From an optimization exercise on the open Yosys and OpenROAD flow, aimed at small area, a short achievable clock period and few clock cycles per item; shortcuts taken in it are not production practice.
Function was checked by simulation only, so behaviour that the tests miss may differ from the original.
Power is estimated from default activity; no workload was simulated.

== harbor ==
## DataPath
module DataPath (
	input logic Clock,
	input logic rst,
	input logic pcIn,
	input logic irIn,
	input logic yIn,
	input logic marIn,
	input logic mdrIn,
	input logic zIn,
	input logic [15:0] regIn,
	input logic pcOut,
	input logic irOut,
	input logic zHiOut,
	input logic zLoOut,
	input logic mdrOut,
	input logic [15:0] regOut,
	input logic read,
	input logic incPc,
	input logic [3:0] aluOp,
	input logic [31:0] mdataIn,
	input logic mdReq,
	output logic mdAck,
	output logic [31:0] busOut,
	output logic [31:0] memAddr
);
Size: roughly 850 flip-flops.
==> flow/config.mk <==
export PLATFORM = sky130hd
export DESIGN_NAME = DataPath
export DESIGN_NICKNAME = DataPath
export VERILOG_FILES = /design/flow/design.v
export SDC_FILE = /design/flow/constraint.sdc
export NUM_CORES = 4
export LEC_CHECK = 0
export ABC_AREA = 1
export CAP_MARGIN = 20
export CORE_MARGIN = 2
export CORE_UTILIZATION = 30
export SLEW_MARGIN = 20
==> flow/constraint.sdc <==
create_clock -name core_clock -period 10.0 [get_ports {Clock}]
set_input_delay 2.0000 -clock core_clock [delete_from_list [all_inputs] [get_ports {Clock}]]
set_output_delay 2.0000 -clock core_clock [all_outputs]
set_load 0.01 [all_outputs]
run.sh (not shown) runs the stock make flow with config.mk's settings and CLKGATE_MAP_FILE= SYNTH_SCRIPT=/design/flow/synth_recipe.tcl, a recipe that flattens the netlist after the stock synthesis.
harbor: full flow OK, the timing, design-rule and antenna checks passed
Testbench counts of harbor, summed over its fixed seeds: cycles 146,723, items 20,000.
Changes in indigo relative to harbor:
Settings: SETUP_SLACK_MARGIN now 3.5, previously not set.
--- outcome ---
harbor → indigo: maximum frequency increased 22%; share of final layout cell area taken by clock buffers and inverters about even.
Compared to harbor, the router laid down more metal wire for indigo.

* * *

Setup of before:
Another version of the RTL of DataPath (not shown whole).
Size: roughly 4300 cells after synthesis, ~840 flip-flops, ~150 I/O pins, about 46000 µm² of cells after synthesis.
Settings: LEC_CHECK=0, CAP_MARGIN=20, CORE_MARGIN=2, CORE_UTILIZATION=30, SLEW_MARGIN=20; clock period 10.0 ns.
Testbench counts of before, summed over its fixed seeds: cycles 140,741, items 20,000.
Inputs modified between before and after:
- SETUP_SLACK_MARGIN now 4.5, previously not set
Results
- The higher setup slack came out of after.
- The higher count of clock-buffer cells in the layout came out of before.
- Diff before -> after | met2 routed wirelength | increase of about 7.5%
- [compare] base=before new=after: worst hold slack up 9.8 ps; count of endpoints failing hold in the final timing report comparable; number of cell instances on the worst register-to-register path higher.
- Power: after draws more than before

* * *

Setup of v37:
DataPath, a different RTL version from the one above (not shown whole).
Size: ~850 flip-flops, ~150 I/O pins.
Settings: LEC_CHECK=0, ABC_AREA=1, CAP_MARGIN=20, CORE_MARGIN=2, CORE_UTILIZATION=50, CTS_BUF_LIST=sky130_fd_sc_hd__clkbuf_8, SETUP_SLACK_MARGIN=4.0, SLEW_MARGIN=20; clock period 10.0 ns.
v37 reached the final stage; the timing, design-rule and antenna checks on its layout passed.
Testbench counts of v37, summed over its fixed seeds: cycles 146,723, items 20,000.
Input changes introduced in v32 (baseline for comparison: v37):
- CTS_BUF_LIST removed (was sky130_fd_sc_hd__clkbuf_8)
- SETUP_SLACK_MARGIN changed from 4.0 to 4.5
- CORE_UTILIZATION changed from 50 to 30
[summary]
- Total of clock buffers placed in the layout: v37 and v32 compared, higher one is v37
- As far as area share of fa/ha/maj cells after synthesis goes, v37 and v32 are indistinguishable; the numbers are identical.
- Relative to v37, the worst setup slack of v32 is higher by 0.18 ns.
- Relative to v37, the utilization of v32 is lower by 20 points.
Inputs modified between v32 and v48:
- CORE_UTILIZATION changed from 30 to 50
- CTS_BUF_LIST newly set to sky130_fd_sc_hd__clkbuf_8
--- outcome ---
As of v48, floorplan core area had fallen by more than a quarter compared to v32. v48 gives less share of power burned in the clock network than v32 did. Clock network area share was lower in v48 than in v32. Between v48 and v32, sequential cell area share is higher for v48, v32 comes in under that. Fraction of layout instances using a drive strength above 1 down 0.38 points in v48 wrt v32. Per the comparison of v48 with v32, detailed-route wire length on metal 1 lower, total power consumption of the routed design fell by 5.6%, design area went down by about 2.6%, inverter count of the layout excluding clock inverters now smaller, worst setup slack climbed 0.15 ns.
What v35 does differently from v48 at the input level:
- changing SETUP_SLACK_MARGIN from 4.5 to 4.0
- changing CORE_UTILIZATION from 50 to 40
Results
No stage failed in v35, and the final checks on the layout all came back clean. Design area of v35 falls short of that of v48 by a few percent. From v48 to v35 the numbers moved as follows: maximum clock path buffer count roughly the same, cell count higher, met1 wire length higher. Routability congestion estimate in v35 is 3.2% lower than in v48. Wire length of the first global-routing pass was lower in the run labelled v35. Relative to v48, part of the power in registers has gone up in v35. Taking v48 as the reference, in v35 number of combinational gates with multiple inputs was more or less identical, portion of total power attributed to combinational logic went down by 2.9 points.
## Diff of input files: v14 against v35
- CORE_UTILIZATION: 40 -> 30
- SETUP_SLACK_MARGIN: 4.0 -> 4.5
Changes observed in v14 relative to v35: core utilization now smaller, setup slack now larger. Going from v35 to v14, non-clock inverter instance count of the final layout grows by about 1%. Number of core rows: v14 and v35 compared, lower one is v35. | wire length of the first global-routing pass | v14 vs v35 | worse |. When v14 is measured against v35, its TritonCTS buffer count turns out 7 lower. Re non-clock buffer count: v14 is about 38% up on v35.
diff inputs: v14 => v4
- CTS_BUF_LIST: sky130_fd_sc_hd__clkbuf_8 -> unset
- SETUP_SLACK_MARGIN: 4.5 -> 3.5
## What came out
- Number of cells in the finished layout apart from fillers for v4 is lower than for v14.
- Looking at destination of the critical timing path, the busOut[5] result is from v4; the busOut[10] one comes from v14.
- Comparing critical path depth for v4 and v14, the smaller number came from v4.
- v4 vs. v14: clock group share of total power rose 4.6 points, worst path setup slack after routing fell 0.61 ns, hold slack about even, fmax fell 9.6%.

* * *

## run 1
DataPath again, from the RTL that the note above started with.
Settings: LEC_CHECK=0, ABC_AREA=1, CAP_MARGIN=0, CORE_MARGIN=2, CORE_UTILIZATION=40, CTS_BUF_LIST=sky130_fd_sc_hd__clkbuf_8, SETUP_SLACK_MARGIN=4.0, SLEW_MARGIN=0; clock period 10.0 ns.
Testbench counts of run 1, summed over its fixed seeds: cycles 146,723, items 20,000.
What run 2 does differently from run 1 at the input level:
Settings: a change of SETUP_SLACK_MARGIN from 4.0 to 3.5; a change of CAP_MARGIN from 0 to 20; a change of CORE_UTILIZATION from 40 to 55; a deleted CTS_BUF_LIST that had been sky130_fd_sc_hd__clkbuf_8; a change of SLEW_MARGIN from 0 to 20.
### Flow results
Run 1 went all the way through synthesis, placement and routing and the layout is clean on timing, DRC and antenna. Run 2: no failed stages, no open violations at the end. Run 1 vs run 2, slowest library cell on the worst path: sky130_fd_sc_hd__a221oi_4 vs sky130_fd_sc_hd__clkdlybuf4s50_1. Run 2 against run 1; total detailed-routing wirelength is down by a few percent. Run 2: switching fraction of total power is 2.2 points lower than what run 1 reported. Total instance count after detailed placement ended up about 7% lower on run 2 than on run 1.
--- input diff run 2..run 3 ---
Settings: SETUP_SLACK_MARGIN: 3.5 -> 5.0; CTS_BUF_LIST: unset -> sky130_fd_sc_hd__clkbuf_8; CORE_UTILIZATION: 55 -> 50.
### Flow results
Actual transition at the worst max-transition pin: run 3 < run 2. Note that the depth of the worst register-to-register path recorded for run 2 amounts to 0.76 times the value seen in run 3. Taking run 2 as the reference, in run 3 post-layout utilization of the core went up, leakage dissipation went up, final-layout clock buffer total went up, clock network area share went down, arrival time at the worst endpoint went down. Compared with run 2, in run 3 part of the power in combinational logic higher, area growth from synthesis to layout has increased, worst setup slack shows an increase of 0.58 ns, fraction of power spent switching nets increased 3.8 points.

## re-timing with driven ports
In the flow no input, the clock included, has a driving cell. The finished layouts below were timed again as built, in two steps.
Step 1 sets driving cells, clkbuf_16 on the clock port and buf_2 on the other inputs (assumed; they add their load-dependent delay and slew).
Step 2 times the ports against the registers' clock, not the clock port: input delays grow and output delays shrink by t, the midpoint of the rising clock arrivals with the driver on.
Three values: ideal, step 1, step 2; two values: the first two.
run | t (ns) | slack for setup (ns) | hold WS [ns] | worst setup path at the end | clock arrival spread, ns
harbor | 0.774 | 1.649 / 1.618 / 1.541 | 0.489 / 0.489 / 0.489 | input to register | 0.036 / 0.035
indigo | 0.787 | 3.140 / 3.067 / 2.522 | 0.509 / 0.509 / 0.509 | input to register | 0.070 / 0.071
before | 0.767 | 0.839 / 0.839 / 0.565 | 0.537 / 0.537 / 0.537 | input to register | 0.061 / 0.062
after | 0.767 | 2.311 / 2.311 / 1.965 | 0.547 / 0.547 / 0.547 | input to register | 0.064 / 0.064
v37 | 0.913 | 3.971 / 3.917 / 3.196 | 0.500 / 0.500 / 0.500 | input to register | 0.050 / 0.049
v32 | 0.788 | 4.156 / 4.101 / 3.486 | 0.489 / 0.489 / 0.489 | input to register | 0.040 / 0.039
v48 | 0.924 | 4.304 / 4.227 / 3.496 | 0.500 / 0.500 / 0.500 | input to register | 0.037 / 0.036
v35 | 0.929 | 4.019 / 3.999 / 3.163 | 0.505 / 0.505 / 0.505 | input to register | 0.049 / 0.050
v14 | 0.954 | 4.193 / 4.138 / 3.344 | 0.488 / 0.488 / 0.488 | input to register | 0.103 / 0.103
v4 | 0.776 | 3.580 / 3.538 / 2.951 | 0.489 / 0.489 / 0.489 | input to register | 0.033 / 0.033
run 1 | 0.909 | 4.020 / 3.994 / 3.191 | 0.506 / 0.506 / 0.506 | input to register | 0.059 / 0.059
run 2 | 0.744 | 3.524 / 3.411 / 2.761 | 0.499 / 0.499 / 0.499 | input to register | 0.043 / 0.042
run 3 | 0.925 | 4.103 / 4.027 / 3.353 | 0.502 / 0.502 / 0.502 | input to register | 0.064 / 0.065
After both steps every run listed still meets setup and hold. The setup slack of v35, which loses most, moves by -0.020 ns with the drivers and by -0.856 ns with both steps.
